From an optimization exercise on the open Yosys and OpenROAD flow, aimed at small area and few clock cycles per item; shortcuts taken in it are not production practice. Function was checked by simulation only, so behaviour that the tests miss may differ from the original. The clock port is modelled as an ideal driver; clocking choices that lean on that would not hold on a real chip. Power is estimated from default activity; no workload was simulated.

Design dot_product_top, start of the top module:
module dot_product_top #(
    parameter int BANKS       = 4,
    parameter int LANES       = 8,
    parameter int X_ADDR_BITS = 6
) (
    input  logic                                  clk,
    input  logic                                  rst_n,
    input  logic                                  start_i,
    input  logic [dot_ctrl_pkg::CFG_W-1:0]        num_epochs_i,
    input  logic [dot_ctrl_pkg::CFG_W-1:0]        num_samples_i,
    input  logic [dot_ctrl_pkg::CFG_W-1:0]        dimension_i,
    input  logic [dot_ctrl_pkg::CFG_W-1:0]        num_bits_i,
    input  logic [BANKS*LANES-1:0]                a_data_i,
    input  logic                                  a_wr_en_i,
    output logic                                  a_almost_full_o,
    input  logic [7:0]                            x_wr_credit_i,
    input  logic                                  x_written_i,
    output logic                                  x_rd_en_o,
    output logic [X_ADDR_BITS-1:0]                x_rd_addr_o,
    input  logic [LANES*dot_data_pkg::LANE_W-1:0] x_rd_data_i,
    output logic [BANKS*dot_data_pkg::LANE_W-1:0] dot_o,           
    output logic                                  dot_valid_o,
    output logic                                  done_o
);
export LEC_CHECK = 0
export CAP_MARGIN = 20
export CORE_MARGIN = 2
export CORE_UTILIZATION = 40
export GPL_TIMING_DRIVEN = 0
export SETUP_SLACK_MARGIN = 0.15
export SLEW_MARGIN = 20
create_clock -name core_clock -period 5.0 [get_ports {clk}]
standard.sh (not shown) runs the stock make flow with config.mk's settings and CLKGATE_MAP_FILE= SYNTH_SCRIPT=/design/flow/synth_recipe.tcl, a recipe that flattens the netlist after the stock synthesis.
==> flow/flow/run.sh <==
#!/bin/bash
# The standard layout (standard.sh), with these changes to how it is made:
#  - synthesis is the standard flow's script with -noabc added to Yosys's synth command, so
#    the quick abc pass inside synth does not run before extract_fa; the full
#    adders are then found without inverters between them. The final abc
#    mapping runs ORFS's abc_speed.script up to &put (flow/abc_map.script),
#    without its buffering and sizing steps; the placer's repair sizes and
#    buffers instead. Registers, their names and cells are the standard
#    synthesis's.
#  - ports are buffered with the plain buf_1 cell (the resizer may size it up)
#    instead of the delay-buffer cell buffer_ports picks by itself;
#  - clock tree synthesis adds no dummy loads and clusters up to 22 sinks per
#    leaf buffer (same buffer cells as the standard flow).
# Each step's full log is in orfs/logs/; make's own output goes to flow_make.log.
set -euo pipefail
work=$(pwd)
{
  echo 'proc synth {args} { yosys synth -nofsm -noshare -noabc {*}$args }'
  echo 'proc abc {args} {'
  echo '  set i [lsearch -exact $args -script]'
  echo "  if {\$i >= 0} { lset args [expr {\$i + 1}] $work/flow/abc_map.script }"
  echo '  yosys abc {*}$args'
  echo '}'
  tail -n +2 synth_recipe.tcl
} > flow_synth.tcl
grep -q 'yosys synth -nofsm -noshare {\*}$args' synth_recipe.tcl
grep -q 'source $::env(SCRIPTS_DIR)/synth.tcl' flow_synth.tcl
sed "s|SYNTH_SCRIPT=[^ ]*synth_recipe.tcl|SYNTH_SCRIPT=$work/flow_synth.tcl|" standard.sh > flow_standard.sh
grep -q 'flow_synth.tcl' flow_standard.sh
export BUFFER_PORTS_ARGS="-buffer_cell sky130_fd_sc_hd__buf_1"
export CTS_ARGS="-sink_clustering_enable -repair_clock_nets -dont_use_dummy_load -sink_clustering_size 22 -sink_clustering_max_diameter 100"
bash flow_standard.sh > flow_make.log 2>&1
==> flow/flow/abc_map.script <==
&get -n
&st
&dch
&nf
&st
&syn2
&if -g -K 6
&synch2
&nf
&st
&syn2
&if -g -K 6
&synch2
&nf
&st
&syn2
&if -g -K 6
&synch2
&nf
&st
&syn2
&if -g -K 6
&synch2
&nf
&st
&syn2
&if -g -K 6
&synch2
&nf
&put
The baseline finished with timing, DRC and antenna clean.
Testbench counts at the start, summed over its fixed seeds: cycles 17,588, planes 17,153.
Rerun with:
==> flow/flow/run.sh (replaced) <==
#!/bin/bash
# The standard layout (standard.sh), with two changes to how it is made:
#  - synthesis is the standard flow's script with -noabc added to Yosys's synth command, so
#    the quick abc pass inside synth does not run before extract_fa; the full
#    adders are then found without inverters between them. Registers, their
#    names and cells are the standard synthesis's; abc still maps the rest.
#  - ports are buffered with the plain buf_1 cell (the resizer may size it up)
#    instead of the delay-buffer cell buffer_ports picks by itself;
#  - clock tree synthesis adds no dummy loads (same buffers and clustering as
#    the standard flow otherwise).
# Each step's full log is in orfs/logs/; make's own output goes to flow_make.log.
set -euo pipefail
work=$(pwd)
sed 's/yosys synth -nofsm -noshare /yosys synth -nofsm -noshare -noabc /' synth_recipe.tcl > flow_synth.tcl
grep -q -- '-noabc' flow_synth.tcl
sed "s|SYNTH_SCRIPT=[^ ]*synth_recipe.tcl|SYNTH_SCRIPT=$work/flow_synth.tcl|" standard.sh > flow_standard.sh
grep -q 'flow_synth.tcl' flow_standard.sh
export BUFFER_PORTS_ARGS="-buffer_cell sky130_fd_sc_hd__buf_1"
export CTS_ARGS="-sink_clustering_enable -repair_clock_nets -dont_use_dummy_load"
bash flow_standard.sh > flow_make.log 2>&1
- SETUP_SLACK_MARGIN: 0.15 -> 0.25
removed: flow/flow/abc_map.script
Wire length is higher by a quarter to a third. Global-route usage is higher by 5.7 points. Via count is higher by a little under a tenth. Utilization is lower by 0.31 points. Power is higher by roughly a tenth. Fmax is lower slightly. Setup slack degrades by 0.063 ns. Sequential power stays flat. Synthesized cell count is higher by a few percent. Clock power is higher by well over a third. Non-clock buffer count is higher by 211.
Rerun with:
==> flow/flow/run.sh (replaced) <==
#!/bin/bash
# The standard layout (standard.sh), with these changes to how it is made:
#  - synthesis is the standard flow's script with -noabc added to Yosys's synth command, so
#    the quick abc pass inside synth does not run before extract_fa; the full
#    adders are then found without inverters between them. The final abc
#    mapping runs ORFS's abc_speed.script up to &put (flow/abc_map.script),
#    without its buffering and sizing steps; the placer's repair sizes and
#    buffers instead. Registers, their names and cells are the standard
#    synthesis's.
#  - ports are buffered with the plain buf_1 cell (the resizer may size it up)
#    instead of the delay-buffer cell buffer_ports picks by itself;
#  - clock tree synthesis adds no dummy loads and clusters up to 22 sinks per
#    leaf buffer (same buffer cells as the standard flow).
# Each step's full log is in orfs/logs/; make's own output goes to flow_make.log.
set -euo pipefail
work=$(pwd)
{
  echo 'proc synth {args} { yosys synth -nofsm -noshare -noabc {*}$args }'
  echo 'proc abc {args} {'
  echo '  set i [lsearch -exact $args -script]'
  echo "  if {\$i >= 0} { lset args [expr {\$i + 1}] $work/flow/abc_map.script }"
  echo '  yosys abc {*}$args'
  echo '}'
  tail -n +2 synth_recipe.tcl
} > flow_synth.tcl
grep -q 'yosys synth -nofsm -noshare {\*}$args' synth_recipe.tcl
grep -q 'source $::env(SCRIPTS_DIR)/synth.tcl' flow_synth.tcl
sed "s|SYNTH_SCRIPT=[^ ]*synth_recipe.tcl|SYNTH_SCRIPT=$work/flow_synth.tcl|" standard.sh > flow_standard.sh
grep -q 'flow_synth.tcl' flow_standard.sh
export BUFFER_PORTS_ARGS="-buffer_cell sky130_fd_sc_hd__buf_1"
export CTS_ARGS="-sink_clustering_enable -repair_clock_nets -dont_use_dummy_load -sink_clustering_size 22 -sink_clustering_max_diameter 100"
bash flow_standard.sh > flow_make.log 2>&1
==> flow/flow/abc_map.script (new file) <==
&get -n
&st
&dch
&nf
&st
&syn2
&if -g -K 6
&synch2
&nf
&st
&syn2
&if -g -K 6
&synch2
&nf
&st
&syn2
&if -g -K 6
&synch2
&nf
&st
&syn2
&if -g -K 6
&synch2
&nf
&st
&syn2
&if -g -K 6
&synch2
&nf
&put
- SETUP_SLACK_MARGIN: 0.25 -> 0.1
Outcome: The new run ran to the end with no violations; final area goes down by a few percent; first-iteration DRC count falls by about a fifth; synthesized area fell by a few percent; count of clock-buffer cells in the layout decreases by 22; combinational power came out lower by roughly a tenth; total power shrinks by roughly a tenth; setup slack gains 0.095 ns; via count went down by a little under a tenth.

Starting RTL as in the previous note.
Design dot_product_top, start of the top module:
module dot_product_top #(
    parameter int BANKS       = 4,
    parameter int LANES       = 8,
    parameter int X_ADDR_BITS = 6
) (
    input  logic                                  clk,
    input  logic                                  rst_n,
    input  logic                                  start_i,
    input  logic [dot_ctrl_pkg::CFG_W-1:0]        num_epochs_i,
    input  logic [dot_ctrl_pkg::CFG_W-1:0]        num_samples_i,
    input  logic [dot_ctrl_pkg::CFG_W-1:0]        dimension_i,
    input  logic [dot_ctrl_pkg::CFG_W-1:0]        num_bits_i,
    input  logic [BANKS*LANES-1:0]                a_data_i,
    input  logic                                  a_wr_en_i,
    output logic                                  a_almost_full_o,
    input  logic [7:0]                            x_wr_credit_i,
    input  logic                                  x_written_i,
    output logic                                  x_rd_en_o,
    output logic [X_ADDR_BITS-1:0]                x_rd_addr_o,
    input  logic [LANES*dot_data_pkg::LANE_W-1:0] x_rd_data_i,
    output logic [BANKS*dot_data_pkg::LANE_W-1:0] dot_o,           
    output logic                                  dot_valid_o,
    output logic                                  done_o
);
export LEC_CHECK = 0
export CAP_MARGIN = 20
export CORE_MARGIN = 2
export CORE_UTILIZATION = 40
export GPL_TIMING_DRIVEN = 0
export SETUP_SLACK_MARGIN = 0.25
export SLEW_MARGIN = 20
create_clock -name core_clock -period 5.0 [get_ports {clk}]
==> flow/flow/run.sh <==
#!/bin/bash
# The standard layout (standard.sh), with two changes to how it is made:
#  - synthesis is the standard flow's script with -noabc added to Yosys's synth command, so
#    the quick abc pass inside synth does not run before extract_fa; the full
#    adders are then found without inverters between them. Registers, their
#    names and cells are the standard synthesis's; abc still maps the rest.
#  - ports are buffered with the plain buf_1 cell (the resizer may size it up)
#    instead of the delay-buffer cell buffer_ports picks by itself;
#  - clock tree synthesis uses clkbuf_8 instead of clkbuf_16 and adds no dummy
#    loads; the tree stays balanced as clock_tree_synthesis builds it.
# Each step's full log is in orfs/logs/; make's own output goes to flow_make.log.
set -euo pipefail
work=$(pwd)
sed 's/yosys synth -nofsm -noshare /yosys synth -nofsm -noshare -noabc /' synth_recipe.tcl > flow_synth.tcl
grep -q -- '-noabc' flow_synth.tcl
sed "s|SYNTH_SCRIPT=[^ ]*synth_recipe.tcl|SYNTH_SCRIPT=$work/flow_synth.tcl|" standard.sh > flow_standard.sh
grep -q 'flow_synth.tcl' flow_standard.sh
export BUFFER_PORTS_ARGS="-buffer_cell sky130_fd_sc_hd__buf_1"
export CTS_ARGS="-sink_clustering_enable -repair_clock_nets -dont_use_dummy_load -buf_list sky130_fd_sc_hd__clkbuf_8"
bash flow_standard.sh > flow_make.log 2>&1
The starting point produced a clean layout.
Testbench counts at the start, summed over its fixed seeds: cycles 17,588, planes 17,153.
Edit:
==> flow/flow/run.sh (replaced) <==
#!/bin/bash
# The standard layout (standard.sh), with these changes to how it is made:
#  - synthesis is the standard flow's script with -noabc added to Yosys's synth command, so
#    the quick abc pass inside synth does not run before extract_fa; the full
#    adders are then found without inverters between them. The final abc
#    mapping runs ORFS's abc_speed.script up to &put (flow/abc_map.script),
#    without its buffering and sizing steps; the placer's repair sizes and
#    buffers instead. Registers, their names and cells are the standard
#    synthesis's.
#  - ports are buffered with the plain buf_1 cell (the resizer may size it up)
#    instead of the delay-buffer cell buffer_ports picks by itself;
#  - clock tree synthesis adds no dummy loads and clusters up to 22 sinks per
#    leaf buffer (same buffer cells as the standard flow).
# Each step's full log is in orfs/logs/; make's own output goes to flow_make.log.
set -euo pipefail
work=$(pwd)
{
  echo 'proc synth {args} { yosys synth -nofsm -noshare -noabc {*}$args }'
  echo 'proc abc {args} {'
  echo '  set i [lsearch -exact $args -script]'
  echo "  if {\$i >= 0} { lset args [expr {\$i + 1}] $work/flow/abc_map.script }"
  echo '  yosys abc {*}$args'
  echo '}'
  tail -n +2 synth_recipe.tcl
} > flow_synth.tcl
grep -q 'yosys synth -nofsm -noshare {\*}$args' synth_recipe.tcl
grep -q 'source $::env(SCRIPTS_DIR)/synth.tcl' flow_synth.tcl
sed "s|SYNTH_SCRIPT=[^ ]*synth_recipe.tcl|SYNTH_SCRIPT=$work/flow_synth.tcl|" standard.sh > flow_standard.sh
grep -q 'flow_synth.tcl' flow_standard.sh
export BUFFER_PORTS_ARGS="-buffer_cell sky130_fd_sc_hd__buf_1"
export CTS_ARGS="-sink_clustering_enable -repair_clock_nets -dont_use_dummy_load -sink_clustering_size 22 -sink_clustering_max_diameter 100"
bash flow_standard.sh > flow_make.log 2>&1
==> flow/flow/abc_map.script (new file) <==
&get -n
&st
&dch
&nf
&st
&syn2
&if -g -K 6
&synch2
&nf
&st
&syn2
&if -g -K 6
&synch2
&nf
&st
&syn2
&if -g -K 6
&synch2
&nf
&st
&syn2
&if -g -K 6
&synch2
&nf
&st
&syn2
&if -g -K 6
&synch2
&nf
&put
- PLACE_DENSITY: default -> 0.75
- SETUP_SLACK_MARGIN: 0.25 -> 0.1
After rerunning: Synthesized area fell by 2.0%; utilization rose by 0.23 points; cell area fell by 2.1%; via count fell by 5.0%.
Edit:
==> flow/flow/run.sh (replaced) <==
#!/bin/bash
# The standard layout (standard.sh), with two changes to how it is made:
#  - synthesis is the standard flow's script with -noabc added to Yosys's synth command, so
#    the quick abc pass inside synth does not run before extract_fa; the full
#    adders are then found without inverters between them. Registers, their
#    names and cells are the standard synthesis's; abc still maps the rest.
#  - ports are buffered with the plain buf_1 cell (the resizer may size it up)
#    instead of the delay-buffer cell buffer_ports picks by itself;
#  - clock tree synthesis adds no dummy loads and clusters up to 30 sinks per
#    leaf buffer (same buffer cells as the standard flow).
# Each step's full log is in orfs/logs/; make's own output goes to flow_make.log.
set -euo pipefail
work=$(pwd)
sed 's/yosys synth -nofsm -noshare /yosys synth -nofsm -noshare -noabc /' synth_recipe.tcl > flow_synth.tcl
grep -q -- '-noabc' flow_synth.tcl
sed "s|SYNTH_SCRIPT=[^ ]*synth_recipe.tcl|SYNTH_SCRIPT=$work/flow_synth.tcl|" standard.sh > flow_standard.sh
grep -q 'flow_synth.tcl' flow_standard.sh
export BUFFER_PORTS_ARGS="-buffer_cell sky130_fd_sc_hd__buf_1"
export CTS_ARGS="-sink_clustering_enable -repair_clock_nets -dont_use_dummy_load -sink_clustering_size 30 -sink_clustering_max_diameter 100"
bash flow_standard.sh > flow_make.log 2>&1
- PLACE_DENSITY: 0.75 -> default
- SETUP_SLACK_MARGIN: 0.1 -> 0.15
removed: flow/flow/abc_map.script
=>
- The changed run finished with timing, DRC and antenna clean
- core utilization fell by 0.97 points
- global-route usage came out higher by 5.3 points
- total power climbs by 3.9%
- first-iteration DRC count rose by 4.5%
Edit:
--- a/flow/flow/run.sh
+++ b/flow/flow/run.sh
@@ -9,2 +9,2 @@
-#  - clock tree synthesis adds no dummy loads and clusters up to 30 sinks per
-#    leaf buffer (same buffer cells as the standard flow).
+#  - clock tree synthesis adds no dummy loads (same buffers and clustering as
+#    the standard flow otherwise).
@@ -19 +19 @@
-export CTS_ARGS="-sink_clustering_enable -repair_clock_nets -dont_use_dummy_load -sink_clustering_size 30 -sink_clustering_max_diameter 100"
+export CTS_ARGS="-sink_clustering_enable -repair_clock_nets -dont_use_dummy_load"
- CORE_UTILIZATION: 40 -> 60
- SETUP_SLACK_MARGIN: 0.15 -> 0.25
The new run produced a layout that fails on setup timing.
Hold slack gets worse by 0.0084 ns.
Combinational power barely changes.
Total power goes up by 3.3%.
Critical path depth goes up by 10.
Synthesized area is unchanged.
Via count goes up by 2.8%.
Fmax goes down by 3.8%.
Global-route usage goes up by 13 points.
Wire length goes down by 7.3%.
Edit:
--- a/flow/flow/run.sh
+++ b/flow/flow/run.sh
@@ -9,2 +9,2 @@
-#  - clock tree synthesis adds no dummy loads (same buffers and clustering as
-#    the standard flow otherwise).
+#  - clock tree synthesis adds no dummy loads and clusters up to 22 sinks per
+#    leaf buffer (same buffer cells as the standard flow).
@@ -19 +19 @@
-export CTS_ARGS="-sink_clustering_enable -repair_clock_nets -dont_use_dummy_load"
+export CTS_ARGS="-sink_clustering_enable -repair_clock_nets -dont_use_dummy_load -sink_clustering_size 22 -sink_clustering_max_diameter 100"
- CORE_UTILIZATION: 60 -> 40
- SETUP_SLACK_MARGIN: 0.25 -> 0.15
After rerunning: The new run went through all stages and came out clean; critical path depth rises by 1; combinational power hardly moves; final cell count rises by 8.1%.

## static timing again, ports no longer ideal
How much do the figures lean on ideal ports? The routed layouts below were timed once more, with nothing changed but the port constraints. Step 1 sets driving cells, clkbuf_16 on the clock port and buf_2 on the other inputs (assumed; they add their load-dependent delay and slew). Step 2 moves the port delays by t, midway between the first and last clock arrival at a register: inputs arrive t later, outputs are due t later. That takes back most of the time a late clock gives input paths. Three values: ideal, step 1, step 2; two values: the first two.
run	t (ns)	slack for setup (ns)	hold WS [ns]
the first run of note 1	0.665	0.180 / 0.180 / -0.414	0.478 / 0.478 / 0.478
the second run of note 1	0.653	0.117 / 0.117 / -0.362	0.451 / 0.451 / 0.451
the third run of note 1	0.664	0.212 / 0.212 / -0.349	0.476 / 0.476 / 0.476
the first run of note 2	0.718	0.186 / 0.186 / -0.406	0.450 / 0.450 / 0.450
the second run of note 2	0.659	0.208 / 0.252 / -0.407	0.455 / 0.455 / 0.455
the third run of note 2	0.653	0.182 / 0.185 / -0.447	0.456 / 0.456 / 0.456
the fourth run of note 2	0.659	-0.009 / -0.009 / -0.411	0.448 / 0.448 / 0.448
the fifth run of note 2	0.669	0.121 / 0.121 / -0.431	0.455 / 0.455 / 0.455
With both steps, setup timing fails in 7 of these runs, where it was met with ideal ports. For the third run of note 2, which loses most, drivers alone change the setup slack by +0.003 ns; drivers and shift together by -0.629 ns.
